From an optimization exercise on the open Yosys and OpenROAD flow, aimed at small area, a short achievable clock period and few clock cycles; shortcuts taken in it are not production practice.
RTL that was checked went through simulation tests only; none was proved equivalent to the original.
For runs 1 to 4, only the layout was checked, not whether the RTL still works.
Power figures rest on the tool's default switching activity, not on a simulated workload.

[flow/flow/run.sh]
#!/bin/bash
# The standard flow's own layout (standard.sh) with two changes: the repair steps aim for a
# 6 ns setup margin instead of 5, and the port buffers are buf_2 cells.
set -euo pipefail
s=$(cat standard.sh)
s=${s//SETUP_SLACK_MARGIN=5/SETUP_SLACK_MARGIN=6}
s=${s//'"${@:-finish}"'/'"BUFFER_PORTS_ARGS=-buffer_cell sky130_fd_sc_hd__buf_2" "${@:-finish}"'}
printf '%s\n' "$s" > own_standard.sh
bash own_standard.sh > layout.log 2>&1
[flow/standard.sh]
#!/bin/bash
# synth_recipe.tcl (not shown) runs the flow's synth.tcl, then flattens the netlist and writes it again
# the make line also repeats each setting of config.mk as NAME=value (left out here)
make -C /OpenROAD-flow-scripts/flow DESIGN_CONFIG=/design/flow/config.mk WORK_HOME=/design/flow/orfs CLKGATE_MAP_FILE= SYNTH_SCRIPT=/design/flow/synth_recipe.tcl "${@:-finish}"
[flow/config.mk]
export PLATFORM = sky130hd
export DESIGN_NAME = execution
export DESIGN_NICKNAME = execution
export VERILOG_FILES = /design/flow/design.v
export SDC_FILE = /design/flow/constraint.sdc
export NUM_CORES = 4
export LEC_CHECK = 0
export ABC_CLOCK_PERIOD_IN_PS = 3000
export CAP_MARGIN = 20
export CORE_MARGIN = 2
export CORE_UTILIZATION = 55
export SETUP_SLACK_MARGIN = 5
export SLEW_MARGIN = 20
export SYNTH_HIERARCHICAL = 1
export SYNTH_MINIMUM_KEEP_SIZE = 0
[flow/constraint.sdc]
create_clock -name core_clock -period 10.0 [get_ports {CLK}]
set_input_delay 2.0000 -clock core_clock [delete_from_list [all_inputs] [get_ports {CLK}]]
set_output_delay 2.0000 -clock core_clock [all_outputs]
set_load 0.01 [all_outputs]
[flow/design.v]
package isa_pkg;
	localparam int PC_WIDTH       = 8;
	localparam int DATA_WIDTH     = 32;
	localparam int REG_ADDR_WIDTH = 5;
	localparam int SHAMT_WIDTH    = 5;
	localparam int IMM_WIDTH      = 16;
	localparam int INDEX_WIDTH    = 26;
	typedef logic [REG_ADDR_WIDTH-1:0] reg_addr_t;
	localparam reg_addr_t LINK_REG = 5'd31;
	typedef enum logic [3:0] {
		ALU_ADD, ALU_SUB, ALU_AND, ALU_OR, ALU_XOR, ALU_NOR,
		ALU_SLT, ALU_SLTU, ALU_SLL, ALU_SRL, ALU_SRA, ALU_LUI,
		ALU_FADD, ALU_FSUB, ALU_FMUL
	} alu_op_e;
	typedef enum logic {OP1_REG_S, OP1_REG_T} op1_src_e;
	typedef enum logic [1:0] {OP2_REG_T, OP2_SHAMT, OP2_IMM_SIGN, OP2_IMM_ZERO} op2_src_e;
	typedef enum logic [1:0] {DEST_RD, DEST_RT, DEST_LINK} dest_src_e;
	typedef enum logic [1:0] {BR_BEQ, BR_BNE, BR_JUMP, BR_NONE} branch_e;
	typedef struct packed {
		logic                                reg_write;
		logic [1:0]                          mem_to_reg;
		logic                                mem_write;
		logic                                mem_read;
		logic                                uart_to_reg;
		branch_e                    branch;
		logic [INDEX_WIDTH-1:0]     inst_index;
		logic [PC_WIDTH-1:0]        pc1;
	} pass_ctrl_t;
	typedef struct packed {
		pass_ctrl_t                          pass;
		logic                                is_fp;
		op1_src_e                   op1_src;
		op2_src_e                   op2_src;
		dest_src_e                  dest_src;
		alu_op_e                    alu_op;
		logic [DATA_WIDTH-1:0]      rs_val;
		logic [DATA_WIDTH-1:0]      rt_val;
		reg_addr_t                  rt;
		reg_addr_t                  rd;
		logic [SHAMT_WIDTH-1:0]     shamt;
		logic [IMM_WIDTH-1:0]       imm16;
		logic [PC_WIDTH-1:0]        pc;
	} issue_t;
	typedef struct packed {
		pass_ctrl_t                          pass;
		logic                                is_fp;
		logic [DATA_WIDTH-1:0]      result;
		logic [DATA_WIDTH-1:0]      store_data;
		reg_addr_t                  dest;
		logic [PC_WIDTH-1:0]        branch_target;
	} exec_result_t;
endpackage
module operand_select (
	input  isa_pkg::issue_t                   instr,
	output logic [isa_pkg::DATA_WIDTH-1:0]     op1,
	output logic [isa_pkg::DATA_WIDTH-1:0]     op2,
	output isa_pkg::reg_addr_t                 dest,
	output logic [8:0]                         exp_diff,  
	output logic                               z1,        
	output logic                               z2         
);
	always_comb begin
		unique case (instr.op1_src)
			isa_pkg::OP1_REG_T: op1 = instr.rt_val;
			default:            op1 = instr.rs_val;
		endcase
	end
	always_comb begin
		unique case (instr.op2_src)
			isa_pkg::OP2_SHAMT:
				op2 = {{(isa_pkg::DATA_WIDTH - isa_pkg::SHAMT_WIDTH){1'b0}}, instr.shamt};
			isa_pkg::OP2_IMM_SIGN:
				op2 = {{(isa_pkg::DATA_WIDTH - isa_pkg::IMM_WIDTH){instr.imm16[isa_pkg::IMM_WIDTH-1]}},
					instr.imm16};
			isa_pkg::OP2_IMM_ZERO:
				op2 = {{(isa_pkg::DATA_WIDTH - isa_pkg::IMM_WIDTH){1'b0}}, instr.imm16};
			default:
				op2 = instr.rt_val;
		endcase
	end
	always_comb begin
		unique case (instr.dest_src)
			isa_pkg::DEST_RT:   dest = instr.rt;
			isa_pkg::DEST_LINK: dest = isa_pkg::LINK_REG;
			default:            dest = instr.rd;
		endcase
	end
	assign exp_diff = {1'b0, op1[30:23]} - {1'b0, op2[30:23]};
	assign z1       = (op1[30:23] == 8'd0);
	assign z2       = (op2[30:23] == 8'd0);
endmodule
module alu (
	input  logic [10:0]                        ctl,
	input  logic [isa_pkg::DATA_WIDTH-1:0]     a,
	input  logic [isa_pkg::DATA_WIDTH-1:0]     b,
	output logic [isa_pkg::DATA_WIDTH-1:0]     y
);
	logic        do_sub, s_sum, s_and, s_or, s_xor, s_nor, s_slt, s_sltu, s_sh, left, arith;
	logic        cout;
	logic [31:0] sum;
	logic        lt_signed;
	logic        lt_unsigned;
	logic [31:0] sh_in;
	logic [32:0] sh_wide;
	logic [31:0] sh_out;
	logic [31:0] sh_res;
	assign {do_sub, s_sum, s_and, s_or, s_xor, s_nor, s_slt, s_sltu, s_sh, left, arith} = ctl;
	assign {cout, sum} = {1'b0, a} + {1'b0, b ^ {32{do_sub}}} + {32'd0, do_sub};
	assign lt_unsigned = ~cout;
	assign lt_signed   = (a[31] ^ b[31]) ? a[31] : sum[31];
	function automatic logic [31:0] rev32(input logic [31:0] x);
		for (int i = 0; i < 32; i++) rev32[i] = x[31-i];
	endfunction
	assign sh_in   = left ? rev32(a) : a;
	assign sh_wide = $signed({arith & a[31], sh_in}) >>> b[4:0];
	assign sh_out  = sh_wide[31:0];
	assign sh_res  = left ? rev32(sh_out) : sh_out;
	always_comb begin
		if (s_sum | s_and | s_or | s_xor | s_nor | s_slt | s_sltu | s_sh)
			y = ({32{s_sum}} & sum) | ({32{s_and}} & (a & b)) | ({32{s_or}} & (a | b)) |
			    ({32{s_xor}} & (a ^ b)) | ({32{s_nor}} & ~(a | b)) |
			    {31'd0, (s_slt & lt_signed) | (s_sltu & lt_unsigned)} | ({32{s_sh}} & sh_res);
		else
			y = {b[15:0], 16'd0};
	end
endmodule
module alu_decode (
	input  isa_pkg::alu_op_e                   op,
	output logic [10:0]                        ctl
);
	logic do_sub, s_sum, s_and, s_or, s_xor, s_nor, s_slt, s_sltu, s_sh, left, arith;
	assign do_sub = (op == isa_pkg::ALU_SUB) | (op == isa_pkg::ALU_SLT) | (op == isa_pkg::ALU_SLTU);
	assign s_sum  = (op == isa_pkg::ALU_ADD) | (op == isa_pkg::ALU_SUB);
	assign s_and  = (op == isa_pkg::ALU_AND);
	assign s_or   = (op == isa_pkg::ALU_OR);
	assign s_xor  = (op == isa_pkg::ALU_XOR);
	assign s_nor  = (op == isa_pkg::ALU_NOR);
	assign s_slt  = (op == isa_pkg::ALU_SLT);
	assign s_sltu = (op == isa_pkg::ALU_SLTU);
	assign s_sh   = (op == isa_pkg::ALU_SLL) | (op == isa_pkg::ALU_SRL) | (op == isa_pkg::ALU_SRA);
	assign left   = (op == isa_pkg::ALU_SLL);
	assign arith  = (op == isa_pkg::ALU_SRA);
	assign ctl    = {do_sub, s_sum, s_and, s_or, s_xor, s_nor, s_slt, s_sltu, s_sh, left, arith};
endmodule
module fpu (
	input  logic        CLK,
	input  logic [31:0] a,
	input  logic [31:0] b,
	input  logic        is_sub,
	input  logic [8:0]  dab,       
	input  logic        za,        
	input  logic        zb,        
	input  logic [7:0]  b_next,    
	input  logic [2:0]  mul_it,    
	output logic [31:0] add_y,     
	output logic [31:0] mul_y      
);
	logic [23:0] r1_d;
	logic        psel_d, sub_d, sign_d;
	logic [23:0] r1;
	logic        r1_psel, r1_sub, r1_sign;
	logic [24:0] sum_d;
	logic [24:0] r2;
	logic [8:0]  r2_be1;
	logic        r2_sign;
	fadd_align fadd_align_inst (
		.a      (a),
		.b      (b),
		.is_sub (is_sub),
		.dab    (dab),
		.za     (za),
		.zb     (zb),
		.q      (r1_d),
		.psel   (psel_d),
		.sub    (sub_d),
		.sign   (sign_d)
	);
	always_ff @(posedge CLK) begin
		r1      <= r1_d;
		r1_psel <= psel_d;
		r1_sub  <= sub_d;
		r1_sign <= sign_d;
	end
	fadd_add fadd_add_inst (
		.fa   (a[22:0]),
		.fb   (b[22:0]),
		.q    (r1),
		.psel (r1_psel),
		.sub  (r1_sub),
		.sum  (sum_d)
	);
	always_ff @(posedge CLK) begin
		r2      <= sum_d;
		r2_be1  <= {1'b0, (r1_psel ? a[30:23] : b[30:23])} + 9'd1;
		r2_sign <= r1_sign;
	end
	fadd_pack fadd_pack_inst (
		.sum  (r2),
		.be1  (r2_be1),
		.sign (r2_sign),
		.y    (add_y)
	);
	function automatic logic [12:0] booth8(input logic [7:0] c);
		logic [8:0] x;
		x = {c, 1'b0};
		for (int i = 0; i < 4; i++) begin
			booth8[3*i]     = x[2*i+1] ^ x[2*i];
			booth8[3*i + 1] = (x[2*i+2] & ~x[2*i+1] & ~x[2*i]) | (~x[2*i+2] & x[2*i+1] & x[2*i]);
			booth8[3*i + 2] = x[2*i+2];
		end
		booth8[12] = c[7];
	endfunction
	logic [12:0] dig;
	always_ff @(posedge CLK) begin
		if (mul_it[0])      dig <= booth8(b[15:8]);
		else if (mul_it[1]) dig <= booth8({1'b1, b[22:16]});
		else                dig <= booth8(b_next);
	end
	logic [24:0] ms, mc;
	logic [7:0]  ls, lc;
	logic [32:0] acc_s, acc_c;
	fmul_step fmul_step_inst (
		.ma    ({1'b1, a[22:0]}),
		.dig   (dig),
		.s_in  (mul_it[0] ? 25'd0 : ms),
		.c_in  (mul_it[0] ? 25'd0 : mc),
		.last  (mul_it[2]),
		.acc_s (acc_s),
		.acc_c (acc_c)
	);
	always_ff @(posedge CLK) begin
		ms <= acc_s[32:8];
		mc <= acc_c[32:8];
		ls <= acc_s[7:0];
		lc <= acc_c[7:0];
	end
	logic [8:0] lo_sum;
	logic       cy;
	assign lo_sum = {1'b0, ls} + {1'b0, lc} + {8'd0, cy & mul_it[2]};
	always_ff @(posedge CLK) begin
		cy <= lo_sum[8];
	end
	logic [9:0] e0, e1;
	logic [7:0] me0, me1;
	logic       mz0, mz1;
	assign e0 = {2'b00, a[30:23]} + {2'b00, b[30:23]} - 10'd127;
	assign e1 = {2'b00, a[30:23]} + {2'b00, b[30:23]} - 10'd126;
	always_ff @(posedge CLK) begin
		me0 <= e0[7:0];
		me1 <= e1[7:0];
		mz0 <= (a[30:23] == 8'd0) | (b[30:23] == 8'd0) | e0[9] | (e0 == 10'd0);
		mz1 <= (a[30:23] == 8'd0) | (b[30:23] == 8'd0) | e1[9] | (e1 == 10'd0);
	end
	fmul_pack fmul_pack_inst (
		.s    ({ms, ls}),
		.c    ({mc, lc}),
		.cy   (cy),
		.sign (a[31] ^ b[31]),
		.me0  (me0),
		.me1  (me1),
		.mz0  (mz0),
		.mz1  (mz1),
		.y    (mul_y)
	);
endmodule
module fadd_align (
	input  logic [31:0] a,
	input  logic [31:0] b,
	input  logic        is_sub,
	input  logic [8:0]  dab,
	input  logic        za,
	input  logic        zb,
	output logic [23:0] q,
	output logic        psel,      
	output logic        sub,       
	output logic        sign
);
	logic        sa, sbe;
	logic [23:0] ma, mb;
	logic        neg_d, ge, same, mge;
	logic [7:0]  dx;
	logic [23:0] sm, sh1, shifted;
	assign sa      = a[31];
	assign sbe     = b[31] ^ is_sub;
	assign sub     = sa ^ sbe;
	assign ma      = {~za, a[22:0] & {23{~za}}};
	assign mb      = {~zb, b[22:0] & {23{~zb}}};
	assign neg_d   = dab[8];
	assign ge      = ~neg_d;
	assign dx      = dab[7:0] ^ {8{neg_d}};
	assign same    = (dab == 9'd0);
	assign sm      = ge ? mb : ma;
	assign sh1     = sm >> dx[4:0];
	assign shifted = (dx[7:5] != 3'd0) ? 24'd0 : (neg_d ? {1'b0, sh1[23:1]} : sh1);
	assign mge     = a[22:0] >= b[22:0];
	assign psel    = same ? mge : ge;
	assign q       = (same ? (mge ? mb : ma) : shifted) ^ {24{sub}};
	assign sign    = psel ? sa : sbe;
endmodule
module fadd_add (
	input  logic [22:0] fa,
	input  logic [22:0] fb,
	input  logic [23:0] q,
	input  logic        psel,
	input  logic        sub,
	output logic [24:0] sum
);
	assign sum = {2'b01, (psel ? fa : fb)} + {sub, q} + {24'd0, sub};
endmodule
module fadd_pack (
	input  logic [24:0] sum,
	input  logic [8:0]  be1,       
	input  logic        sign,
	output logic [31:0] y
);
	function automatic logic [4:0] lzc25(input logic [24:0] v);
		logic [31:0] x;
		logic        z16, z8, z4, z2;
		logic [15:0] h16;
		logic [7:0]  h8;
		logic [3:0]  h4;
		logic [1:0]  h2;
		x     = {v, 1'b1, 6'd0};
		z16   = (x[31:16] == 16'd0);
		h16   = z16 ? x[15:0] : x[31:16];
		z8    = (h16[15:8] == 8'd0);
		h8    = z8 ? h16[7:0] : h16[15:8];
		z4    = (h8[7:4] == 4'd0);
		h4    = z4 ? h8[3:0] : h8[7:4];
		z2    = (h4[3:2] == 2'd0);
		h2    = z2 ? h4[1:0] : h4[3:2];
		lzc25 = {z16, z8, z4, z2, ~h2[1]};
	endfunction
	logic [4:0]  lz;
	logic [24:0] nm;
	logic [7:0]  n_exp;
	logic [24:0] low_mask;
	logic        n_zero;
	assign lz       = lzc25(sum);
	assign nm       = sum << lz;
	assign n_exp    = be1[7:0] - {3'd0, lz};
	assign low_mask = (be1 >= 9'd25) ? 25'd0 : (25'h1ffffff >> be1);
	assign n_zero   = ((sum & ~low_mask) == 25'd0);
	assign y        = n_zero ? 32'd0 : {sign, n_exp, nm[23:1]};
endmodule
module fmul_step (
	input  logic [23:0] ma,
	input  logic [12:0] dig,
	input  logic [24:0] s_in,
	input  logic [24:0] c_in,
	input  logic        last,
	output logic [32:0] acc_s,
	output logic [32:0] acc_c
);
	localparam logic [32:0] MUL_NBIAS = 33'd5726623232;
	logic [3:0][32:0] rw;
	logic [32:0]      rx, kr, t_in, t_cn;
	logic [32:0]      t_s1, t_c1, t_s2, t_c2, t_s3, t_c3, t_s4, t_c4, t_s5, t_c5;
	logic [24:0]      bm;
	logic [6:0]       negs;
	always_comb begin
		negs = '0;
		for (int i = 0; i < 4; i++) begin
			bm = ({25{dig[3*i]}} & {1'b0, ma}) | ({25{dig[3*i+1]}} & {ma, 1'b0});
			rw[i] = {7'd0, ~dig[3*i+2], bm ^ {25{dig[3*i+2]}}} << (2 * i);
			negs[2*i] = dig[3*i+2];
		end
	end
	assign rx   = {1'b0, {24{dig[12]}} & ma, 1'b0, negs};
	assign kr   = {33{last}} & MUL_NBIAS;
	assign t_in = {8'd0, s_in};
	assign t_cn = {8'd0, c_in};
	assign t_s1 = rw[0] ^ rw[1] ^ rw[2];
	assign t_c1 = {rw[0][31:0] & rw[1][31:0] | rw[0][31:0] & rw[2][31:0] | rw[1][31:0] & rw[2][31:0], 1'b0};
	assign t_s2 = rw[3] ^ rx ^ kr;
	assign t_c2 = {rw[3][31:0] & rx[31:0] | rw[3][31:0] & kr[31:0] | rx[31:0] & kr[31:0], 1'b0};
	assign t_s3 = t_s1 ^ t_c1 ^ t_s2;
	assign t_c3 = {t_s1[31:0] & t_c1[31:0] | t_s1[31:0] & t_s2[31:0] | t_c1[31:0] & t_s2[31:0], 1'b0};
	assign t_s4 = t_c2 ^ t_in ^ t_cn;
	assign t_c4 = {t_c2[31:0] & t_in[31:0] | t_c2[31:0] & t_cn[31:0] | t_in[31:0] & t_cn[31:0], 1'b0};
	assign t_s5 = t_s3 ^ t_c3 ^ t_s4;
	assign t_c5 = {t_s3[31:0] & t_c3[31:0] | t_s3[31:0] & t_s4[31:0] | t_c3[31:0] & t_s4[31:0], 1'b0};
	assign acc_s = t_s5 ^ t_c5 ^ t_c4;
	assign acc_c = {t_s5[31:0] & t_c5[31:0] | t_s5[31:0] & t_c4[31:0] | t_c5[31:0] & t_c4[31:0], 1'b0};
endmodule
module fmul_pack (
	input  logic [32:0] s,
	input  logic [32:0] c,
	input  logic        cy,
	input  logic        sign,
	input  logic [7:0]  me0,       
	input  logic [7:0]  me1,       
	input  logic        mz0,       
	input  logic        mz1,       
	output logic [31:0] y
);
	logic [32:0] q;
	logic [23:0] hi;
	logic        p23;
	assign q   = s + c + {32'd0, cy};
	assign hi  = q[31:8];
	assign p23 = q[7];
	assign y   = (hi[23] ? mz1 : mz0) ? 32'd0 :
	             hi[23] ? {sign, me1, hi[22:0]} : {sign, me0, hi[21:0], p23};
endmodule
module execution (
	input  logic                     CLK,
	input  logic                     reset,
	input  logic [154:0]             issue,
	input  logic                     issue_req,
	output logic                     issue_ack,
	output logic [119:0]             result,
	output logic                     result_valid
);
	isa_pkg::issue_t                  issue_in;
	assign issue_in = issue;
	logic [31:0]        a_in;
	logic [31:0]        b_in;
	isa_pkg::reg_addr_t dest_in;
	logic [8:0]         diff_in;
	logic               za_in;
	logic               zb_in;
	operand_select operand_select_inst (
		.instr    (issue_in),
		.op1      (a_in),
		.op2      (b_in),
		.dest     (dest_in),
		.exp_diff (diff_in),
		.z1       (za_in),
		.z2       (zb_in)
	);
	logic       ack_r;
	logic       valid_r;
	logic       v_int1;      
	logic       v_int2;      
	logic       v_add1;      
	logic       v_add2;      
	logic       v_add3;      
	logic [3:0] v_mul;       
	logic       busy;
	logic       accept;
	logic       in_fp;
	logic       in_mul;
	assign busy   = v_int1 | v_add1 | v_add2 | (|v_mul[2:0]);
	assign accept = issue_req & ~ack_r & ~busy;
	assign in_fp  = issue_in.is_fp;
	assign in_mul = issue_in.alu_op[1];
	always_ff @(posedge CLK) begin
		if (reset) begin
			ack_r   <= 1'b0;
			valid_r <= 1'b0;
			v_int1  <= 1'b0;
			v_int2  <= 1'b0;
			v_add1  <= 1'b0;
			v_add2  <= 1'b0;
			v_add3  <= 1'b0;
			v_mul   <= '0;
		end else begin
			ack_r   <= issue_req & (ack_r | ~busy);
			v_int1  <= accept & ~in_fp;
			v_int2  <= v_int1;
			v_add1  <= accept & in_fp & ~in_mul;
			v_add2  <= v_add1;
			v_add3  <= v_add2;
			v_mul   <= {v_mul[2:0], accept & in_fp & in_mul};
			valid_r <= v_int2 | v_add3 | v_mul[3];
		end
	end
	assign issue_ack    = ack_r;
	assign result_valid = valid_r;
	isa_pkg::pass_ctrl_t cap_pass;
	logic                cap_fp;
	logic [3:0]          cap_op;
	logic [31:0]         cap_a;
	logic [31:0]         cap_b;
	logic [31:0]         cap_rt;
	isa_pkg::reg_addr_t  cap_dest;
	logic [7:0]          cap_imm8;
	always_ff @(posedge CLK) begin
		if (!busy) begin
			cap_pass <= issue_in.pass;
			cap_fp   <= issue_in.is_fp;
			cap_op   <= issue_in.alu_op;
			cap_a    <= a_in;
			cap_b    <= b_in;
			cap_rt   <= issue_in.rt_val;
			cap_dest <= dest_in;
			cap_imm8 <= issue_in.imm16[7:0];
		end
	end
	logic [10:0] ctl_in;
	logic [10:0] cap_ctl;
	alu_decode alu_decode_inst (
		.op  (issue_in.alu_op),
		.ctl (ctl_in)
	);
	always_ff @(posedge CLK) begin
		cap_ctl <= ctl_in;
	end
	logic [8:0] cap_diff;
	logic       cap_za;
	logic       cap_zb;
	always_ff @(posedge CLK) begin
		cap_diff <= diff_in;
		cap_za   <= za_in;
		cap_zb   <= zb_in;
	end
	logic [31:0] alu_y;
	logic [31:0] add_y;
	logic [31:0] mul_y;
	alu alu_inst (
		.ctl (cap_ctl),
		.a   (cap_a),
		.b   (cap_b),
		.y   (alu_y)
	);
	logic [31:0] alu_r;
	always_ff @(posedge CLK) begin
		alu_r <= alu_y;
	end
	fpu fpu_inst (
		.CLK      (CLK),
		.a        (cap_a),
		.b        (cap_b),
		.is_sub   (cap_op[0]),
		.dab      (cap_diff),
		.za       (cap_za),
		.zb       (cap_zb),
		.b_next   (b_in[7:0]),
		.mul_it   (v_mul[2:0]),
		.add_y    (add_y),
		.mul_y    (mul_y)
	);
	isa_pkg::exec_result_t result_r;
	always_ff @(posedge CLK) begin
		result_r.pass          <= cap_pass;
		result_r.is_fp         <= cap_fp;
		result_r.result        <= ({32{v_int2}} & alu_r) | ({32{v_add3}} & add_y) |
		                          ({32{v_mul[3]}} & mul_y);
		result_r.store_data    <= cap_rt;
		result_r.dest          <= cap_dest;
		result_r.branch_target <= cap_pass.pc1 + cap_imm8;
	end
	assign result = result_r;
endmodule
==> reports/metrics.yaml, run 1 <==
drt_iter0_drc: 4325
ff_latch_area_sq_um: 11500
grt_remaining_overflow: 0
critPathRequiredTime_ps: 10510
yosys_warnings: 12
cp_max_fo: 8
die_h_microns: 271
worst_slack_ps: 5840
reg2reg_to: "result_r[74]$_DFF_P_"
async_flop_share_pct: 0
worst_r2r_path_depth: 18
finalSetupViolCount: 0
dpl-instance-area_sq_um: 40900
hpwl_mm: 94.5
final_nets: 4896
yosys-top-cells-count: "inv_1 (352), dfxtp_1 (344), ha_1 (262)"
finalMaxSlewViolations: 0
peakVddDrop_mv: 0.256
leakage_nw: 18.9
cts_buffer_depth: 3
route.detailed.drc: 0
grt_pass1_wl_mm: 200
yosysTopAreaCell: "dfxtp_1"
finalNonFillerCells: 5335
syn_area_sq_um: 39100
seq_area_frac_synth_pct: 29.3
cts_made_buffers: 56
cts.sinks: 497
finalCriticalPeriod_ps: 4160
yosysMostFrequentCell: "inv_1"
timing.final.crit_share_pct: 41.6
syn_area_per_cell_sq_um: 9.43
synth_edf_count: 153
fin_skew_ps: 17.0
power_density_nw_per_um2: 299
place_inst: 5176
areaGrowthSynthToFinish_pct: 11.4
core_sq_um: 70300
vias_per_cell: 6.37
cts-root-buf: "clkbuf_16"
io-pin-count: 280
wire_per_inst_microns: 25.0
r2r-start: "fpu_inst.r2[18]$_DFF_P_"
start_util_pct: 55.7
grt_usage_pct: 35.4
synth-seq-cells: 497
fmax_mhz: 240
synth_top_area_share_pct: 17.6
cp-startpoint: "fpu_inst.r2[18]$_DFF_P_"
die_x_microns: 271
grt_pass1_vias: 32300
start_kind: "flip-flop"
layout-drive-gt1-share_pct: 17.8
hold_class: "flip-flop to flip-flop"
fin_setup_tns_ps: 0
crit_end: "result_r[74]$_DFF_P_"
multiInputGateArea_sq_um: 25200
gp_congestion: 1.04
die-area_sq_um: 73300
end_kind: "flip-flop"
tightestPinTransition_ps: 1140
relSlewSlack_pct: 24.0
cp.arrival_ps: 4670
dpl_worst_slack_ps: 4700
clock_latency_ps: 640
cts_tree: "done"
holdWs_ps: 328
vias: 34000
grt_antenna_before_repair: 16
synthTopCellsByArea: "dfxtp_1 (18%), edfxtp_1 (12%), ha_1 (8.4%), fa_1 (7.0%), xnor2_1 (4.1%)"
wirelength_mm: 134
path_class: "flip-flop to flip-flop"
fillers: 6103
hold_viol: 0
drv_cap: 0
first_pass_iters: 10
rsz0062_at_grt: "yes"
synth_cell_types: 129
cts_max_level: 2
clk_pin_slew_ps: 60
fin_area_sq_um: 43600
syn_inst: 4149
reg2reg_slack_ps: 5840
ys.flop_type: "dfxtp_1"
grt_max_degree: 77
status: "finished clean"
numPortBuffers: 271
fp-row-count: 97
drtAntennaViolNets: 0
[per-stage QoR]
step                      util, %  power (mW)
after floorplan                 -        8.29
after global placement       58.2        10.3
after detailed placement     58.2        10.4
after CTS                    61.5        12.7
after global routing         62.0        14.0
final                        62.0        13.1
[kinds of logic after synthesis]
logic type	synth area share (%)
adders and majority gates	15.3
and+or+nand+nor	12.4
AOI/OAI and AO/OA	20.1
buffers and inverters	7.13
xor gates and xnor gates	6.11
muxes	9.57
other	0.0192
DFF	29.3
[registers in the layout, indices dropped and copies added, names as in the netlist, 9 cells and up]
| signal | flops |
|---|---|
| result_r | 120 |
| cap_pass | 42 |
| alu_r | 32 |
| cap_a | 32 |
| cap_b | 32 |
| cap_rt | 32 |
| fpu_inst.mc | 25 |
| fpu_inst.ms | 25 |
| fpu_inst.r2 | 25 |
| fpu_inst.r1 | 24 |
| fpu_inst.dig | 12 |
| cap_ctl | 11 |
| cap_diff | 9 |
| fpu_inst.r2_be1 | 9 |
[critical path: stages (launching register included)]
cell and delay, ps:
dfxtp_2 390, nor4_4 340, buf_4 230, a41oi_1 170, a21oi_1 490, a31oi_2 160, o211a_4 220, nor2_4 160
ha_1 160, inv_1 50, fa_1 400, a21o_1 180, a21oi_1 160, nor2b_1 90, nor3_2 200, xnor2_1 130
nor2_1 60, a222oi_1 390, inv_1 70
[power breakdown]
part | internal (mW) | total (mW) | switching [mW]
Combinational | 3.12 | 7.74 | 4.62
Sequential | 2.64 | 3.15 | 0.513
Clock | 1.27 | 2.16 | 0.893
Total | 7.03 | 13.1 | 6.02
[Yosys stat by module, one instance, submodules excluded]
module          copies in the design  cells
alu                                1    939
operand_select                     1    188
fpu                                1    451
fmul_step                          1    625
fmul_pack                          1    281
execution                          1    475
fadd_add                           1    177
fadd_pack                          1    369
fadd_align                         1    615
alu_decode                         1     29
[layout by cell type (no fill, tap or decap), types with 63 or more instances in the layout]
master | Yosys | layout
a21oi_1 | 212 | 210
a22oi_1 | 129 | 129
buf_2 | 49 | 271
buf_4 | 40 | 116
dfxtp_1 | 344 | 322
edfxtp_1 | 153 | 153
fa_1 | 136 | 136
ha_1 | 262 | 261
inv_1 | 352 | 350
mux2_2 | 88 | 88
mux2i_1 | 158 | 157
nand2_1 | 249 | 247
nor2_1 | 222 | 221
nor2b_1 | 91 | 91
nor3_1 | 64 | 63
o21ai_0 | 144 | 143
xnor2_1 | 185 | 184
xor2_1 | 86 | 86
[layer usage]
layer | up-vias | global-route usage [%] | wire length (microns)
li1 | 15400 | - | -
met2 | 1824 | 54.2 | 58700
met5 | - | 0 | 53
met3 | 411 | 6.55 | 13100
met1 | 16300 | 48.7 | 55000
met4 | 8 | 16.0 | 6800
[worst min path at each step]
stage                             start                       end  slack (ps)  cells past startpoint
2_1_floorplan  fpu_inst.r1_sign$_DFF_P_  fpu_inst.r2_sign$_DFF_P_         310                      0
3_3_place_gp   fpu_inst.r1_sign$_DFF_P_  fpu_inst.r2_sign$_DFF_P_         310                      0
3_5_place_dp   fpu_inst.r1_sign$_DFF_P_  fpu_inst.r2_sign$_DFF_P_         310                      0
4_1_cts        fpu_inst.r1_sign$_DFF_P_  fpu_inst.r2_sign$_DFF_P_         330                      0
5_1_grt        fpu_inst.r1_sign$_DFF_P_  fpu_inst.r2_sign$_DFF_P_         330                      0
6_report       fpu_inst.r1_sign$_DFF_P_  fpu_inst.r2_sign$_DFF_P_         330                      0
[cell type report]
type,count,area share [%]
antenna,8,0.0459
clock buffer,73,3.59
clock inverter,32,0.858
inverter,362,3.16
multi-input combinational,3026,57.8
sequential,497,26.4
tap,940,2.70
timing repair buffer,396,5.41
timing repair inverter,1,0.0115
[what timing repair did]
action | 4_1_cts | 5_1_grt
pin swaps | 14 | 22
hold buffers | 0 | 0
gates resized for setup | 44 | 41
cloned | 4 | 2
endpoints found under the setup margin | 44 | 39
buffers inserted | 22 | 18
==> run 2: changes to the inputs <==
--- a/flow/config.mk
+++ b/flow/config.mk
@@ -8,7 +8,7 @@
 export ABC_CLOCK_PERIOD_IN_PS = 3000
 export CAP_MARGIN = 20
 export CORE_MARGIN = 2
-export CORE_UTILIZATION = 55
+export CORE_UTILIZATION = 70
 export SETUP_SLACK_MARGIN = 5
 export SLEW_MARGIN = 20
 export SYNTH_HIERARCHICAL = 1
==> run 2 against run 1 <==
  * Still clean
  * Clock-buffer cell count shrank 4
  * Synthesized cell count is the same
  * Sequential power hardly changed
  * Critical path depth shrank 2
  * Power grew 0.65%
  * Largest cell class unchanged
==> reports/metrics.yaml, run 2 <==
hold_class: "flip-flop to flip-flop"
worst_slack_ps: 5890  # +50.3 ps
synth_top_area_share_pct: 17.6  # unchanged
combPwrFrac_pct: 60.0  # +0.7 points
cp_slowest_cell: "or4_1"
grt_pass1_vias: 33300  # +3.3%
die-area_sq_um: 57800  # -21%
syn_area_per_cell_sq_um: 9.43  # unchanged
cp.arrival_ps: 4620  # -50 ps
synthTopCellsByArea: "dfxtp_1 (18%), edfxtp_1 (12%), ha_1 (8.4%), fa_1 (7.0%), xnor2_1 (4.1%)"
numPortBuffers: 271  # unchanged
fin_setup_tns_ps: 0  # unchanged
path_delay_family: "compound AO/OA/AOI/OAI gates"
reg2reg_to: "result_r[75]$_DFF_P_"
peakVddDrop_mv: 0.264  # +3.0%
ys.flop_type: "dfxtp_1"
grt_max_degree: 77  # unchanged
layout-drive-gt1-share_pct: 17.5  # -0.31 points
cp_max_fo: 9  # +1
holdWs_ps: 339  # +11.8 ps
grt_remaining_overflow: 0  # unchanged
cp_cell_sequence: "or4_1 > a21bo_2 > a21o_2 > nor2_4 > buf_8 > buf_4 > clkinvlp_4 > ha_1 > o21ai_2 > nand2b_1 > a21o_1 > a2111o_1 > xor2_1 > nor2_1 > a222oi_1 > inv_1"
top_register: "result_r"
p_int_mw: 7.03  # about the same
seq_power_share_pct: 24.2  # about the same
pwr-share-clk_pct: 15.8  # -0.8 points
worst_r2r_path_depth: 16  # -2
largest_register_ffs: 120  # unchanged
tightestPinTransition_ps: 1130  # -11.0 ps
crit_cells: 16  # -2
clock_latency_ps: 640  # about the same
async_flop_share_pct: 0  # unchanged
fp-row-count: 86  # -11%
p_switching_mw: 6.11  # +1.5%
cp.buffers_inverters: 4  # +1
fin_skew_ps: 29.8  # +12.8 ps
hold_end: "result_r[114]$_DFF_P_"
cts_buffer_depth: 3  # unchanged
hpwl_mm: 89.0  # -5.8%
wirelength_mm: 132  # -1.5%
io-pin-count: 280  # unchanged
leakage_nw: 18.9  # -0.32%
core_sq_um: 55200  # -21%
finalMaxSlewViolations: 0  # unchanged
switching_share_pct: 46.5  # +0.37 points
timing.final.crit_share_pct: 41.1  # -0.50 points
clk_pin_slew_ps: 70  # about the same
rsz0062_at_grt: "yes"
reg_top3: "result_r: 120 flops, cap_pass: 42 flops"
grt_pass1_wl_mm: 194  # -2.7%
synth_edf_count: 153  # unchanged
power_density_nw_per_um2: 304  # +1.5%
seq_area_frac_synth_pct: 29.3  # unchanged
hold_start: "cap_pass[36]$_DFFE_PN_"
cts_tree: "done"
syn_area_sq_um: 39100  # unchanged
synth-seq-cells: 497  # unchanged
syn_inst: 4149  # unchanged
cts.sinks: 497  # unchanged
synth_cell_types: 129  # unchanged
route.detailed.drc: 0  # unchanged
fmax_mhz: 243  # +1.2%
status: "finished clean"
drv_cap: 0  # unchanged
path_class: "flip-flop to flip-flop"
gp_congestion: 1.08  # +3.7%
vias: 35300  # +3.8%
yosysMostFrequentCell: "inv_1"
grt_usage_pct: 44.1  # +8.7 points
critPathRequiredTime_ps: 10510  # about the same
yosysTopAreaCell: "dfxtp_1"
grt_antenna_before_repair: 8  # -8
relSlewSlack_pct: 24.8  # +0.73 points
cts-root-buf: "clkbuf_16"
wire_per_inst_microns: 25.7  # +2.4%
cts_max_level: 2  # unchanged
areaGrowthSynthToFinish_pct: 10.5
reg2reg_slack_ps: 5890  # +50 ps
cts_made_buffers: 54  # -3.6%
hold_depth: 0  # unchanged
power_mw: 13.1  # +0.65%
yosys-top-cells-count: "inv_1 (352), dfxtp_1 (344), ha_1 (262)"
finalCriticalPeriod_ps: 4110  # -50.3 ps
r2r-start: "fpu_inst.r2[8]$_DFF_P_"
max_stage_delay_ps: 500  # about the same
drt_iter0_drc: 5119  # +18%
start_kind: "flip-flop"
hold_viol: 0  # unchanged
final_common_cell: "inv_1"
finalSetupViolCount: 0  # unchanged
end_kind: "flip-flop"
drtAntennaViolNets: 0  # unchanged
final_nets: 4890  # -0.12%
yosys_warnings: 12  # unchanged
fillers: 3716  # -39%
start_util_pct: 70.9  # +15 points
die_h_microns: 240  # -11%
vias_per_cell: 6.88  # +8.0%
final_cell_mix: "inv_1 (351), dfxtp_1 (325), buf_2 (271)"
dpl_worst_slack_ps: 4790  # +95.7 ps
first_pass_iters: 11  # +1
die_x_microns: 240  # -11%
[run 2: cell counts after synthesis]
Identical to the previous run, type by type.
[run 2: worst max-delay path by stage]
stage	startpoint	endpoint	slack [ps]
after global placement	fpu_inst.r2[12]$_DFF_P_	result_r[74]$_DFF_P_	4730
final	fpu_inst.r2[8]$_DFF_P_	result_r[75]$_DFF_P_	5890
after global routing	fpu_inst.r2[18]$_DFF_P_	result_r[75]$_DFF_P_	5750
after floorplan	fpu_inst.r2[17]$_DFF_P_	result_r[75]$_DFF_P_	5970
after detailed placement	fpu_inst.r2[12]$_DFF_P_	result_r[74]$_DFF_P_	4790
after CTS	fpu_inst.r2[5]$_DFF_P_	result_r[75]$_DFF_P_	5850
[run 2: cell families after synthesis]
| family | share of synthesized area [%] |
|---|---|
| buffers and inverters | 7.13 |
| adders and majority gates | 15.3 |
| AOI/OAI and AO/OA | 20.1 |
| muxes | 9.57 |
| xor gates and xnor gates | 6.11 |
| other | 0.0192 |
| DFF | 29.3 |
| and+or+nand+nor | 12.4 |
[run 2: power by group through the flow]
| stage | Sequential (mW) | Combinational (mW) | Clock, mW |
|---|---|---|---|
| detailed placement | 3.15 | 7.14 | 0 |
| global route | 3.20 | 8.55 | 2.16 |
| floorplan | 2.93 | 5.36 | 0 |
| CTS | 3.13 | 7.30 | 2.09 |
| finish | 3.18 | 7.88 | 2.08 |
| global placement | 3.14 | 6.94 | 0 |
[run 2: cell type report]
| class | count | area, sq um | area share [%] |
|---|---|---|---|
| inverters | 362 | 1380 | 3.20 |
| clock inverters | 31 | 372 | 0.859 |
| repair inverters | 1 | 5.00 | 0.0116 |
| repair buffers | 392 | 2320 | 5.37 |
| clock buffers | 69 | 1470 | 3.40 |
| diodes | 3 | 7.51 | 0.0174 |
| flip-flops and latches | 497 | 11500 | 26.6 |
| well taps | 748 | 936 | 2.16 |
| multi-input cells | 3026 | 25200 | 58.3 |
[run 2: per-stage QoR]
stage          cell area [sq um]  utilization (%)  cells
4_1_cts                    42700             77.4   5094
3_5_place_dp               40600             73.5   4975
2_1_floorplan              39200                -   4150
6_report                   43200             78.3   5129
3_3_place_gp               40600             73.5   4975
5_1_grt                    43200             78.3   5128
[run 2: per-layer routing]
| metal | GRT usage (%) | vias up | routed length [microns] |
|---|---|---|---|
| li1 | - | 15400 | - |
| met1 | 57.5 | 16600 | 47900 |
| met2 | 66.5 | 2582 | 57000 |
| met3 | 11.0 | 657 | 17400 |
| met4 | 26.1 | 6 | 9230 |
| met5 | 0 | - | 36 |
[run 2: repair_timing]
action	CTS	global route
setup buffers	15	30
hold buffers	0	0
endpoints found under the setup margin	34	33
resized for setup	34	53
pin swaps	13	24
gates cloned	4	2
[run 2: per-module statistics from Yosys (local to each module, per instance), excerpt]
module,flip-flops and latches,cells inside
execution,338,475
fmul_step,0,625
fpu,159,451
fadd_align,0,615
fadd_add,0,177
operand_select,0,188
alu_decode,0,29
==> run 3: changes to the inputs <==
==> flow/flow/run.sh (replaced) <==
#!/bin/bash
# The standard flow's own layout (standard.sh) with two changes: the repair steps aim for a
# 5.5 ns setup margin instead of 5, and the port buffers are buf_2 cells.
set -euo pipefail
s=$(cat standard.sh)
s=${s//SETUP_SLACK_MARGIN=5/SETUP_SLACK_MARGIN=5.5}
s=${s//'"${@:-finish}"'/'"BUFFER_PORTS_ARGS=-buffer_cell sky130_fd_sc_hd__buf_2" "${@:-finish}"'}
printf '%s\n' "$s" > own_standard.sh
bash own_standard.sh > layout.log 2>&1
--- a/flow/config.mk
+++ b/flow/config.mk
@@ -8,7 +8,7 @@
 export ABC_CLOCK_PERIOD_IN_PS = 3000
 export CAP_MARGIN = 20
 export CORE_MARGIN = 2
-export CORE_UTILIZATION = 70
+export CORE_UTILIZATION = 55
 export SETUP_SLACK_MARGIN = 5
 export SLEW_MARGIN = 20
 export SYNTH_HIERARCHICAL = 1
==> run 3 against run 2 <==
  * Still clean
  * Global-route usage is 9.0 points lower
  * Clock power hardly changed
  * Core utilization is 17 points lower
  * Setup slack worse by 230 ps
  * First-iteration DRC count is 23% lower
  * Die area is 27% higher
  * Register-to-register slack worse by 230 ps
  * Largest cell class unchanged
==> reports/metrics.yaml, run 3 <==
critPathRequiredTime_ps: 10530  # +20 ps
synth-seq-cells: 497  # unchanged
drt_iter0_drc: 3954  # -23%
io-pin-count: 280  # unchanged
status: "finished clean"
die-area_sq_um: 73300  # +27%
hpwl_mm: 94.3  # +6.0%
path_class: "flip-flop to flip-flop"
yosys_warnings: 12  # unchanged
seq_area_frac_synth_pct: 29.3  # unchanged
worst_r2r_path_depth: 18  # +2
cp_slowest_cell: "or4_1"
reg2reg_slack_ps: 5650  # -230 ps
cts_made_buffers: 54  # unchanged
synth_xor_area_share_pct: 6.11  # unchanged
wirelength_mm: 133  # +1.0%
cp.buffers_inverters: 3  # -1
reg_top3: "result_r: 120 flops, cap_pass: 42 flops"
cts_hold_buf: 0  # unchanged
clock_latency_ps: 660  # +20 ps
gp_congestion: 1.02  # -5.6%
cp.arrival_ps: 4870  # +250 ps
hold_viol: 0  # unchanged
synth_edf_count: 153  # unchanged
async_flop_share_pct: 0  # unchanged
fin_setup_tns_ps: 0  # unchanged
cp_max_fo: 15  # +6
cp_cell_sequence: "or4_1 > a21bo_2 > a21o_2 > nor2_4 > buf_6 > a22o_4 > nor2_8 > inv_4 > ha_1 > nor2b_1 > o21ai_0 > nand2b_1 > a21o_1 > a2111o_1 > xor2_1 > nor2_1 > a222oi_1 > inv_1"
final_common_cell: "inv_1"
syn_area_per_cell_sq_um: 9.43  # unchanged
vias_per_cell: 6.41  # -6.9%
synth_top_family_by_area: "compound AO/OA/AOI/OAI gates"
finalSetupViolCount: 0  # unchanged
max_stage_delay_ps: 560  # +60 ps
hold_depth: 0  # unchanged
ys.flop_type: "dfxtp_1"
cts_tree: "done"
fin_skew_ps: 50.4  # +20.6 ps
reg2reg_to: "result_r[75]$_DFF_P_"
numPortBuffers: 271  # unchanged
finalMaxSlewViolations: 0  # unchanged
grt_pass1_vias: 31800  # -4.4%
synth_cell_types: 129  # unchanged
grt_usage_pct: 35.1  # -9.0 points
die_h_microns: 271  # +13%
dpl-instance-area_sq_um: 40900  # +0.68%
final_cell_mix: "inv_1 (351), dfxtp_1 (331), buf_2 (272)"
syn_inst: 4149  # unchanged
peakVddDrop_mv: 0.238  # -10%
syn_area_sq_um: 39100  # unchanged
yosys-top-cells-count: "inv_1 (352), dfxtp_1 (344), ha_1 (262)"
r2r-start: "fpu_inst.r2[6]$_DFF_P_"
synth_top_area_share_pct: 17.6  # unchanged
hold_start: "cap_pass[17]$_DFFE_PN_"
hold_class: "flip-flop to flip-flop"
cts-root-buf: "clkbuf_16"
yosysTopAreaCell: "dfxtp_1"
core_sq_um: 70300  # +27%
grt_pass1_wl_mm: 198  # +2.2%
layout-drive-gt1-share_pct: 16.3  # -1.1 points
path_delay_family: "compound AO/OA/AOI/OAI gates"
first_pass_iters: 10  # -1
vias: 33900  # -3.9%
fmax_mhz: 230  # -5.4%
leakage_nw: 18.6  # -1.1%
synth_mux_area_share_pct: 9.57  # unchanged
grt_remaining_overflow: 0  # unchanged
wire_per_inst_microns: 25.1  # -2.1%
timing.final.crit_share_pct: 43.5  # +2.3 points
synthAdderAreaFrac_pct: 15.3  # unchanged
start_kind: "flip-flop"
cts_max_level: 2  # unchanged
top_register: "result_r"
finalCriticalPeriod_ps: 4350  # +233 ps
relSlewSlack_pct: 18.1  # -6.7 points
largest_register_ffs: 120  # unchanged
power_density_nw_per_um2: 296  # -2.6%
fp-row-count: 97  # +13%
route.detailed.drc: 0  # unchanged
areaGrowthSynthToFinish_pct: 9.78
end_kind: "flip-flop"
cts_buffer_depth: 3  # unchanged
grt_max_degree: 77  # unchanged
final_nets: 4858  # -0.65%
start_util_pct: 55.7  # -15 points
fin_area_sq_um: 43000  # -0.63%
drtAntennaViolNets: 0  # unchanged
drv_cap: 0  # unchanged
cts.sinks: 497  # unchanged
synthSimpleGateAreaFrac_pct: 12.4  # unchanged
yosysMostFrequentCell: "inv_1"
grt_antenna_before_repair: 7  # -1
hold_end: "result_r[95]$_DFF_P_"
synthTopCellsByArea: "dfxtp_1 (18%), edfxtp_1 (12%), ha_1 (8.4%), fa_1 (7.0%), xnor2_1 (4.1%)"
rsz0062_at_grt: "yes"
clk_pin_slew_ps: 70  # about the same
tightestPinTransition_ps: 1230  # +98.9 ps
synth_compound_area_share_pct: 20.1  # unchanged
die_x_microns: 271  # +13%
## run 3: cell counts after synthesis
Identical to the previous run, type by type.
## run 3: cell families after synthesis
kind of cell / Yosys count
AO/OA/AOI/OAI: 1093
AND/OR/NAND/NOR: 954
buffers and inverters: 630
flip-flops: 497
adder cells (fa/ha/maj): 398
multiplexers: 303
XOR/XNOR: 272
other: 2
## run 3: worst max-delay path by stage
| stage | start | end | slack (ps) | cells past startpoint |
|---|---|---|---|---|
| after detailed placement | fpu_inst.r2[12]$_DFF_P_ | result_r[75]$_DFF_P_ | 4140 | 17 |
| after floorplan | fpu_inst.r2[17]$_DFF_P_ | result_r[75]$_DFF_P_ | 5800 | 20 |
| after global placement | fpu_inst.r2[12]$_DFF_P_ | result_r[75]$_DFF_P_ | 4190 | 17 |
| final | fpu_inst.r2[6]$_DFF_P_ | result_r[75]$_DFF_P_ | 5650 | 18 |
| after global routing | fpu_inst.r2[22]$_DFF_P_ | result_r[75]$_DFF_P_ | 5440 | 17 |
| after CTS | fpu_inst.r2[12]$_DFF_P_ | result_r[75]$_DFF_P_ | 5440 | 17 |
## run 3: where the power goes
part	leakage (nW)	total (mW)	internal (mW)	switching [mW]
clock network	0.918	2.10	1.20	0.902
logic	13.3	7.47	2.96	4.51
registers	4.47	3.14	2.63	0.505
total	18.6	12.7	6.79	5.92
## run 3: per-layer routing
metal / vias to the layer above / routed length [microns] / track usage [%]
met5: - / 0 / 0
met3: 348 / 12500 / 5.84
met1: 16400 / 56000 / 48.9
li1: 15400 / - / -
met4: 0 / 5750 / 13.4
met2: 1796 / 58700 / 54.8
## run 3: what timing repair did
item                                   4_1_cts  5_1_grt
pin swaps                                    4        9
gates resized for setup                     12       23
endpoints found under the hold margin        0        0
cloned                                       2        2
setup endpoints to repair                   30        5
buffers inserted                             3        5
## run 3: per-module statistics from Yosys (local to each module, per instance)
module          flops+latches  copies in the design  area (sq um)  cells inside
alu                         0                     1          7060           939
operand_select              0                     1          1370           188
fadd_pack                   0                     1          2460           369
execution                 338                     1          9230           475
fmul_step                   0                     1          5840           625
fadd_add                    0                     1          1410           177
alu_decode                  0                     1           188            29
fpu                       159                     1          5180           451
fmul_pack                   0                     1          2020           281
fadd_align                  0                     1          4370           615
## run 3: area by class of cell
cell class                      count  area [sq um]
Antenna cell                        5          12.5
Clock buffer                       75          1550
Clock inverter                     27           318
Fill cell                        6135         27300
Inverter                          362          1370
Multi-Input combinational cell   3025         25000
Sequential cell                   497         11500
Tap cell                          940          1180
Timing Repair Buffer              361          2030
Timing Repair inverter              1          5.00
## run 3: metrics by stage
step	cells	worst slack (ps)	power [mW]	utilization, %	hold WS (ps)
after floorplan	4150	5800	8.28	-	310
after global placement	5174	4190	10.3	58.2	323
after detailed placement	5174	4140	10.4	58.2	327
after CTS	5281	5440	12.6	61.0	335
after global routing	5291	5440	13.6	61.1	342
final	5293	5650	12.7	61.1	335
==> run 4: changes to the inputs <==
==> flow/flow/run.sh (replaced) <==
#!/bin/bash
# The standard flow's own layout (standard.sh) with two changes: the repair steps aim for a
# 6.5 ns setup margin instead of 5, and the port buffers are buf_2 cells.
set -euo pipefail
s=$(cat standard.sh)
s=${s//SETUP_SLACK_MARGIN=5/SETUP_SLACK_MARGIN=6.5}
s=${s//'"${@:-finish}"'/'"BUFFER_PORTS_ARGS=-buffer_cell sky130_fd_sc_hd__buf_2" "${@:-finish}"'}
printf '%s\n' "$s" > own_standard.sh
bash own_standard.sh > layout.log 2>&1
==> run 4 against run 3 <==
  * Still clean
  * Fmax up 6.0%
  * Clock skew shrank 9.6 ps
  * Synthesized area did not move
  * First-iteration DRC count rose by 4.6%
  * Die area did not move
  * Critical path depth increased by 1
  * Non-clock buffer count is 108 higher
  * Wire length up 3.6%
  * Synthesized cell count did not move
  * Clock-buffer cell count fell by 14
  * Largest power group unchanged
  * Highest routed layer is now met5
==> reports/metrics.yaml, run 4 <==
cts_tree: "done"
synth_top_area_share_pct: 17.6  # unchanged
grt_antenna_before_repair: 6  # -1
critPathRequiredTime_ps: 10500  # -30 ps
grt_pass1_wl_mm: 205  # +3.2%
final_common_cell: "inv_1"
wirelength_mm: 138  # +3.6%
largest_register_ffs: 120  # unchanged
finalMaxSlewViolations: 0  # unchanged
synth-seq-cells: 497  # unchanged
fin_setup_tns_ps: 0  # unchanged
r2r-start: "fpu_inst.r2[18]$_DFF_P_"
die_x_microns: 271  # unchanged
cts_buffer_depth: 3  # unchanged
grt_usage_pct: 36.3  # +1.1 points
areaGrowthSynthToFinish_pct: 15.5
yosys-top-cells-count: "inv_1 (352), dfxtp_1 (344), ha_1 (262)"
start_util_pct: 55.7  # unchanged
finalSetupViolCount: 0  # unchanged
reg_top3: "result_r: 120 flops, cap_pass: 42 flops"
syn_area_sq_um: 39100  # unchanged
route.detailed.drc: 0  # unchanged
end_kind: "flip-flop"
cp_max_fo: 8  # -7
cp_slowest_cell: "a2111o_1"
gp_congestion: 0.984  # -3.4%
timing.final.crit_share_pct: 41.0  # -2.5 points
cp.arrival_ps: 4600  # -270 ps
clock_latency_ps: 660  # about the same
multiInputGateArea_sq_um: 26100  # +4.4%
yosysMostFrequentCell: "inv_1"
yosys_warnings: 12  # unchanged
grt_pass1_vias: 33200  # +4.2%
vias_per_cell: 6.44  # +0.46%
clk_pin_slew_ps: 60  # about the same
start_kind: "flip-flop"
rsz0062_at_grt: "yes"
cts.sinks: 497  # unchanged
drtAntennaViolNets: 0  # unchanged
final_cell_mix: "inv_1 (348), dfxtp_1 (317), buf_2 (271)"
tightestPinTransition_ps: 1140  # -89.8 ps
power_density_nw_per_um2: 305  # +2.9%
cts_made_buffers: 54  # unchanged
async_flop_share_pct: 0  # unchanged
fmax_mhz: 244  # +6.0%
final_nets: 4970  # +2.3%
fp-row-count: 97  # unchanged
finalNonFillerCells: 5403  # +2.1%
fin_skew_ps: 40.8  # -9.60 ps
wire_per_inst_microns: 25.5  # +1.5%
synth_edf_count: 153  # unchanged
yosysTopAreaCell: "dfxtp_1"
grt_remaining_overflow: 0  # unchanged
cts_max_level: 2  # unchanged
io-pin-count: 280  # unchanged
core_sq_um: 70300  # unchanged
crit_end: "result_r[75]$_DFF_P_"
fillers: 5864  # -4.4%
drt_iter0_drc: 4137  # +4.6%
die_h_microns: 271  # unchanged
syn_inst: 4149  # unchanged
max_stage_delay_ps: 420  # -140 ps
leakage_nw: 19.5  # +4.4%
hold_class: "flip-flop to flip-flop"
vias: 34800  # +2.6%
grt_max_degree: 77  # unchanged
first_pass_iters: 10  # unchanged
finalCriticalPeriod_ps: 4100  # -247 ps
die-area_sq_um: 73300  # unchanged
ff_latch_area_sq_um: 11500  # +0.26%
numPortBuffers: 271  # unchanged
cts_hold_buf: 0  # unchanged
peakVddDrop_mv: 0.198  # -17%
seq_area_frac_synth_pct: 29.3  # unchanged
synthTopCellsByArea: "dfxtp_1 (18%), edfxtp_1 (12%), ha_1 (8.4%), fa_1 (7.0%), xnor2_1 (4.1%)"
hold_viol: 0  # unchanged
path_class: "flip-flop to flip-flop"
synth_cell_types: 129  # unchanged
reg2reg_to: "result_r[75]$_DFF_P_"
drv_cap: 0  # unchanged
status: "finished clean"
cp-startpoint: "fpu_inst.r2[18]$_DFF_P_"
cp_cell_sequence: "nor4_4 > buf_4 > nand4_1 > mux2_4 > and2_4 > buf_6 > a22o_4 > nor2_8 > inv_8 > ha_4 > nor2b_4 > o21ai_2 > nand2b_1 > a21o_1 > a2111o_1 > xor2_1 > nor2_1 > a222oi_1 > inv_1"
top_register: "result_r"
relSlewSlack_pct: 23.7  # +5.6 points
syn_area_per_cell_sq_um: 9.43  # unchanged
cts-root-buf: "clkbuf_16"
hpwl_mm: 95.2  # +0.93%
layout-drive-gt1-share_pct: 21.8  # +5.5 points
place_inst: 5173  # -0.019%
worst_r2r_path_depth: 19  # +1
reg2reg_slack_ps: 5900  # +250 ps
ys.flop_type: "dfxtp_1"
[run 4: cell count changes in the layout (fill, tap and decap cells not counted), sizes merged, moves of 2 or more]
| cell | before | now |
|---|---|---|
| clkinv | 18 | 25 |
| diode | 5 | 3 |
| clkbuf | 75 | 62 |
| bufinv | 4 | 7 |
| buf | 361 | 467 |
| mux2 | 100 | 103 |
| clkinvlp | 4 | 11 |
| inv | 364 | 361 |
[run 4: cells by family after synthesis]
kind of cell,Yosys count,synth area share [%]
compound gates,1093,20.1
simple gates,954,12.4
buf+inv,630,7.13
flops,497,29.3
fa+ha+maj,398,15.3
mux,303,9.57
xor+xnor,272,6.11
other cells,2,0.0192
[run 4: worst min path at each step]
stage / startpoint / end / slack (ps) / cells past startpoint
CTS: cap_rt[30]$_DFFE_PN_ / result_r[43]$_DFF_P_ / 340 / 0
finish: cap_rt[29]$_DFFE_PN_ / result_r[42]$_DFF_P_ / 340 / 0
global route: cap_rt[13]$_DFFE_PN_ / result_r[26]$_DFF_P_ / 340 / 0
detailed placement: cap_pass[28]$_DFFE_PN_ / result_r[106]$_DFF_P_ / 330 / 0
floorplan: fpu_inst.r1_sign$_DFF_P_ / fpu_inst.r2_sign$_DFF_P_ / 310 / 0
global placement: cap_pass[32]$_DFFE_PN_ / result_r[110]$_DFF_P_ / 320 / 0
[run 4: Yosys stat by module, one instance, submodules excluded]
| module | cells | flip-flops and latches |
|---|---|---|
| execution | 475 | 338 |
| alu | 939 | 0 |
| fmul_step | 625 | 0 |
| fpu | 451 | 159 |
| fadd_align | 615 | 0 |
| fadd_pack | 369 | 0 |
| fmul_pack | 281 | 0 |
| fadd_add | 177 | 0 |
| operand_select | 188 | 0 |
| alu_decode | 29 | 0 |
[run 4: layer usage]
layer	share of wire, %	routed length [microns]	track usage [%]	vias up
li1	-	-	-	15600
met1	41	56600	49.6	16800
met2	44	60800	55.4	1899
met3	9.3	12900	6.91	480
met4	5.4	7440	17.1	2
met5	0.0094	13	0	-
[run 4: critical path: cells and delay by family (launching register included)]
family,cells,cell delay [ps]
adders and majority gates,1,210
AOI/OAI and AO/OA,5,1340
muxes,1,350
DFF,1,400
and+or+nand+nor,7,1080
buffers and inverters,4,400
xor gates and xnor gates,1,140
[run 4: where the power goes]
part	internal [mW]	switching (mW)
Sequential	2.64	0.529
Clock	1.22	0.898
Combinational	3.50	4.98
Total	7.36	6.41
[run 4: metrics by stage]
step           area, sq um  util, %  power [mW]  hold WS, ps  setup WS (ps)
2_1_floorplan        39400        -        8.31          310           5970
3_3_place_gp         41100     58.4        10.3          323           4650
3_5_place_dp         41100     58.4        10.4          327           4690
4_1_cts              44300     63.1        13.2          340           6040
5_1_grt              45200     64.3        14.7          344           5750
6_report             45200     64.3        13.8          339           5900
[run 4: area by class of cell]
| type | instances | share of cell area (%) |
|---|---|---|
| multi-input cells | 3029 | 57.7 |
| flip-flops and latches | 497 | 25.5 |
| repair buffers | 469 | 6.86 |
| clock buffers | 61 | 3.14 |
| inverters | 362 | 3.07 |
| well taps | 940 | 2.60 |
| clock inverters | 41 | 1.05 |
| repair inverters | 1 | 0.0166 |
| diodes | 3 | 0.0166 |
[run 4: timing repair]
action	4_1_cts	5_1_grt
buffers inserted	69	46
gates resized for setup	159	105
cloned	10	0
pin swaps	63	73
endpoints found under the setup margin	174	133
==> run 5: changes to the inputs <==
--- a/flow/design.v
+++ b/flow/design.v
@@ -181,22 +181,27 @@
 		r1_sub  <= sub_d;
 		r1_sign <= sign_d;
 	end
+	logic [4:0] lz_d;
+	logic [4:0] r2_lz;
 	fadd_add fadd_add_inst (
 		.fa   (a[22:0]),
 		.fb   (b[22:0]),
 		.q    (r1),
 		.psel (r1_psel),
 		.sub  (r1_sub),
-		.sum  (sum_d)
+		.sum  (sum_d),
+		.lz   (lz_d)
 	);
 	always_ff @(posedge CLK) begin
 		r2      <= sum_d;
+		r2_lz   <= lz_d;
 		r2_be1  <= {1'b0, (r1_psel ? a[30:23] : b[30:23])} + 9'd1;
 		r2_sign <= r1_sign;
 	end
 	fadd_pack fadd_pack_inst (
 		.sum  (r2),
 		.be1  (r2_be1),
+		.lz   (r2_lz),
 		.sign (r2_sign),
 		.y    (add_y)
 	);
@@ -303,15 +308,8 @@
 	input  logic [23:0] q,
 	input  logic        psel,
 	input  logic        sub,
-	output logic [24:0] sum
-);
-	assign sum = {2'b01, (psel ? fa : fb)} + {sub, q} + {24'd0, sub};
-endmodule
-module fadd_pack (
-	input  logic [24:0] sum,
-	input  logic [8:0]  be1,       
-	input  logic        sign,
-	output logic [31:0] y
+	output logic [24:0] sum,
+	output logic [4:0]  lz
 );
 	function automatic logic [4:0] lzc25(input logic [24:0] v);
 		logic [31:0] x;
@@ -331,17 +329,33 @@
 		h2    = z2 ? h4[1:0] : h4[3:2];
 		lzc25 = {z16, z8, z4, z2, ~h2[1]};
 	endfunction
-	logic [4:0]  lz;
+	logic [24:0] pa, qa, f;
+	assign pa  = {2'b01, (psel ? fa : fb)};
+	assign qa  = {1'b0, q ^ {24{sub}}};
+	assign sum = pa + {sub, q} + {24'd0, sub};
+	assign f   = (pa ^ qa) & {(pa[23:0] | ~qa[23:0]), 1'b1};
+	assign lz  = sub ? lzc25(f) : 5'd0;
+endmodule
+module fadd_pack (
+	input  logic [24:0] sum,
+	input  logic [8:0]  be1,       
+	input  logic [4:0]  lz,        
+	input  logic        sign,
+	output logic [31:0] y
+);
 	logic [24:0] nm;
-	logic [7:0]  n_exp;
+	logic        one_more;
+	logic [7:0]  e0, e1;
 	logic [24:0] low_mask;
 	logic        n_zero;
-	assign lz       = lzc25(sum);
 	assign nm       = sum << lz;
-	assign n_exp    = be1[7:0] - {3'd0, lz};
+	assign one_more = ~nm[24];
+	assign e0       = be1[7:0] - {3'd0, lz};
+	assign e1       = be1[7:0] - {3'd0, lz} - 8'd1;
 	assign low_mask = (be1 >= 9'd25) ? 25'd0 : (25'h1ffffff >> be1);
 	assign n_zero   = ((sum & ~low_mask) == 25'd0);
-	assign y        = n_zero ? 32'd0 : {sign, n_exp, nm[23:1]};
+	assign y        = n_zero ? 32'd0 :
+	                  one_more ? {sign, e1, nm[22:0]} : {sign, e0, nm[23:1]};
 endmodule
 module fmul_step (
 	input  logic [23:0] ma,
==> flow/flow/run.sh (replaced) <==
#!/bin/bash
# The standard flow's own layout (standard.sh) with two changes: the repair steps aim for a
# 6 ns setup margin instead of 5, and the port buffers are buf_2 cells.
set -euo pipefail
s=$(cat standard.sh)
s=${s//SETUP_SLACK_MARGIN=5/SETUP_SLACK_MARGIN=6}
s=${s//'"${@:-finish}"'/'"BUFFER_PORTS_ARGS=-buffer_cell sky130_fd_sc_hd__buf_2" "${@:-finish}"'}
printf '%s\n' "$s" > own_standard.sh
bash own_standard.sh > layout.log 2>&1
--- a/flow/config.mk
+++ b/flow/config.mk
@@ -8,7 +8,8 @@
 export ABC_CLOCK_PERIOD_IN_PS = 3000
 export CAP_MARGIN = 20
 export CORE_MARGIN = 2
-export CORE_UTILIZATION = 55
+export CORE_UTILIZATION = 70
+export CTS_BUF_LIST = sky130_fd_sc_hd__clkbuf_8
 export SETUP_SLACK_MARGIN = 5
 export SLEW_MARGIN = 20
 export SYNTH_HIERARCHICAL = 1
==> run 5 against run 4 <==
  * Non-clock buffer count down 111
  * Via count up 3.0%
  * Synthesized cell count up 3.1%
  * Synthesized area up 2.8%
  * Largest power group unchanged
  * Still clean on timing, DRC and antenna
  * Core utilization up 13 points
  * Wire length down 0.60%
  * Fmax up 3.5%
  * First-iteration DRC count up 20%
  * Largest cell class unchanged
  * Highest routed layer unchanged
==> reports/metrics.yaml, run 5 <==
core_sq_um: 56600  # -19%
die_h_microns: 244  # -10%
grt_antenna_before_repair: 18  # +12
cts_max_level: 3  # +1
wirelength_mm: 137  # -0.60%
top_register: "result_r"
fin_area_sq_um: 43800  # -3.1%
clock_latency_ps: 770  # +110 ps
power_density_nw_per_um2: 302  # -0.69%
synth_edf_count: 153  # unchanged
numPortBuffers: 271  # unchanged
status: "finished clean"
synthTopCellsByArea: "dfxtp_1 (17%), edfxtp_1 (11%), ha_1 (8.9%), fa_1 (6.8%), mux2i_1 (5.2%)"
cp_slowest_cell: "clkinv_1"
syn_area_per_cell_sq_um: 9.41  # -0.29%
finalCriticalPeriod_ps: 3960  # -138 ps
drt_iter0_drc: 4981  # +20%
fin_skew_ps: 72.5  # +31.7 ps
hold_depth: 0  # unchanged
tightestPinTransition_ps: 1150  # +10.8 ps
reg2reg_slack_ps: 6040  # +140 ps
leakage_nw: 19.6  # +0.44%
grt_remaining_overflow: 0  # unchanged
hold_class: "flip-flop to flip-flop"
reg2reg_to: "alu_r[27]$_DFF_P_"
path_delay_family: "buffers and inverters"
wl_met1_mm: 50.4  # -11%
clk_pin_slew_ps: 70  # about the same
timing.final.crit_share_pct: 39.6  # -1.4 points
drtAntennaViolNets: 0  # unchanged
finalMaxSlewViolations: 0  # unchanged
reg_top3: "result_r: 120 flops, cap_pass: 42 flops"
cts_made_buffers: 83  # +54%
cts-root-buf: "clkbuf_8"
holdWs_ps: 337  # -2.17 ps
fin_setup_tns_ps: 0  # unchanged
seq_area_frac_synth_pct: 28.8  # -0.56 points
finalSetupViolCount: 0  # unchanged
synth_cell_types: 126  # -2.3%
final_common_cell: "inv_1"
power_mw: 13.2  # -3.8%
yosysMostFrequentCell: "inv_1"
areaGrowthSynthToFinish_pct: 8.79
cp_max_fo: 44  # +36
final_nets: 5038  # +1.4%
final_core_util_pct: 77.4  # +13 points
start_kind: "flip-flop"
fp-row-count: 87  # -10%
synth-seq-cells: 502  # +1.0%
synth_top_area_share_pct: 17.4  # -0.24 points
worst_r2r_path_depth: 9  # -10
worst_slack_ps: 6040  # +138 ps
grt_usage_pct: 44.9  # +8.6 points
io-pin-count: 280  # unchanged
rsz0062_at_grt: "yes"
largest_register_ffs: 120  # unchanged
critPathRequiredTime_ps: 10660  # +160 ps
cts_buffer_depth: 3  # unchanged
r2r-start: "cap_b[1]$_DFFE_PN_"
dr_wl_met3_mm: 18.6  # +45%
grt_pass1_vias: 34600  # +4.3%
die-area_sq_um: 59400  # -19%
cp-startpoint: "cap_b[1]$_DFFE_PN_"
layout-drive-gt1-share_pct: 16.0  # -5.8 points
wl_met2_mm: 58.6  # -3.6%
final_cell_mix: "inv_1 (406), dfxtp_1 (341), ha_1 (285)"
drv_cap: 0  # unchanged
start_util_pct: 71.1  # +15 points
syn_inst: 4279  # +3.1%
hold_start: "cap_pass[9]$_DFFE_PN_"
place_inst: 5122  # -0.99%
relSlewSlack_pct: 23.4  # -0.28 points
route.detailed.drc: 0  # unchanged
grt_pass1_wl_mm: 205  # -0.14%
syn_area_sq_um: 40200  # +2.8%
die_x_microns: 244  # -10%
yosysTopAreaCell: "dfxtp_1"
yosys_warnings: 12  # unchanged
cts.sinks: 502  # +1.0%
yosys-top-cells-count: "inv_1 (386), dfxtp_1 (349), ha_1 (285)"
highest_layer: "met5"
hold_end: "result_r[87]$_DFF_P_"
vias_per_cell: 6.77  # +5.1%
first_pass_iters: 7  # -3
hpwl_mm: 95.9  # +0.78%
dpl_worst_slack_ps: 5230  # +542 ps
hold_viol: 0  # unchanged
vias: 35800  # +3.0%
cts_tree: "done"
cp.arrival_ps: 4620  # +20 ps
finalNonFillerCells: 5295  # -2.0%
peakVddDrop_mv: 0.256  # +29%
async_flop_share_pct: 0  # unchanged
cp.buffers_inverters: 2  # -2
gp_congestion: 1.08  # +9.4%
fmax_mhz: 252  # +3.5%
wire_per_inst_microns: 25.8  # +1.4%
max_stage_delay_ps: 920  # +500 ps
dpl-instance-area_sq_um: 41800  # +1.8%
end_kind: "flip-flop"
grt_max_degree: 82  # +6.5%
cp_cell_sequence: "buf_4 > clkinv_1 > mux4_2 > mux2_2 > o22ai_1 > a21oi_1 > nor3b_2 > a2111oi_2 > a21o_1"
path_class: "flip-flop to flip-flop"
ys.flop_type: "dfxtp_1"
[run 5: report_power, final]
group / total, mW / switching, mW / internal, mW
clock network: 2.03 / 0.939 / 1.09
registers: 3.17 / 0.519 / 2.66
logic: 8.04 / 4.77 / 3.27
total: 13.2 / 6.23 / 7.01
[run 5: kinds of logic (layout without fill, tap and decap cells)]
kind of cell	count (synthesis)	count (layout)	share of synthesized area (%)
adders and majority gates	423	423	15.7
other	2	19	0.0187
buffers and inverters	664	906	7.18
AOI/OAI and AO/OA	1022	1022	18.1
xor gates and xnor gates	300	300	6.53
DFF	502	502	28.8
and+or+nand+nor	1012	1012	12.7
muxes	354	355	11.0
[run 5: how the worst max path moves through the flow]
stage               cells after the start  slack [ps]              endpoint
detailed placement                     10        5230   cap_diff[6]$_DFF_P_
global placement                       10        5310   cap_diff[6]$_DFF_P_
floorplan                              11        6140   cap_diff[6]$_DFF_P_
global route                           13        5950  result_r[67]$_DFF_P_
finish                                  9        6040     alu_r[27]$_DFF_P_
CTS                                     9        5960     alu_r[24]$_DFF_P_
[run 5: per-module statistics from Yosys (local to each module, per instance)]
module,copies in the design,cell area (sq um),flops+latches
alu,1,7060,0
alu_decode,1,188,0
execution,1,9230,338
fadd_add,1,2400,0
fadd_align,1,4370,0
fadd_pack,1,2530,0
fmul_pack,1,2020,0
fmul_step,1,5840,0
fpu,1,5230,164
operand_select,1,1370,0
[run 5: layout make-up]
class,instances,area [sq um]
clock inverter,54,541
fill,3923,12800
multi-input combinational,3115,25800
tap,756,946
clock buffer,96,1320
antenna,16,40.0
timing repair buffer,358,2020
sequential,502,11600
inverter,398,1500
[run 5: metal layers]
| metal | vias up | GRT usage [%] |
|---|---|---|
| li1 | 15800 | - |
| met1 | 16900 | 58.0 |
| met2 | 2564 | 67.5 |
| met3 | 582 | 12.8 |
| met4 | 12 | 25.7 |
| met5 | - | 0 |
[run 5: what timing repair did]
action                     4_1_cts  5_1_grt
cloned                           0        1
buffers inserted                 0        6
setup endpoints to repair        8       37
hold buffers                     0        0
gates resized for setup          3       10
Testbench counts of run 5, summed over its fixed seeds: cycles 11,756.

Setup slack of run 5, layout unchanged: 6.039 ns with ideal ports, 6.039 ns with driving cells assumed (clock clkbuf_16, inputs buf_2), 5.379 ns with port delays also shifted by the 0.797 ns mid clock arrival.
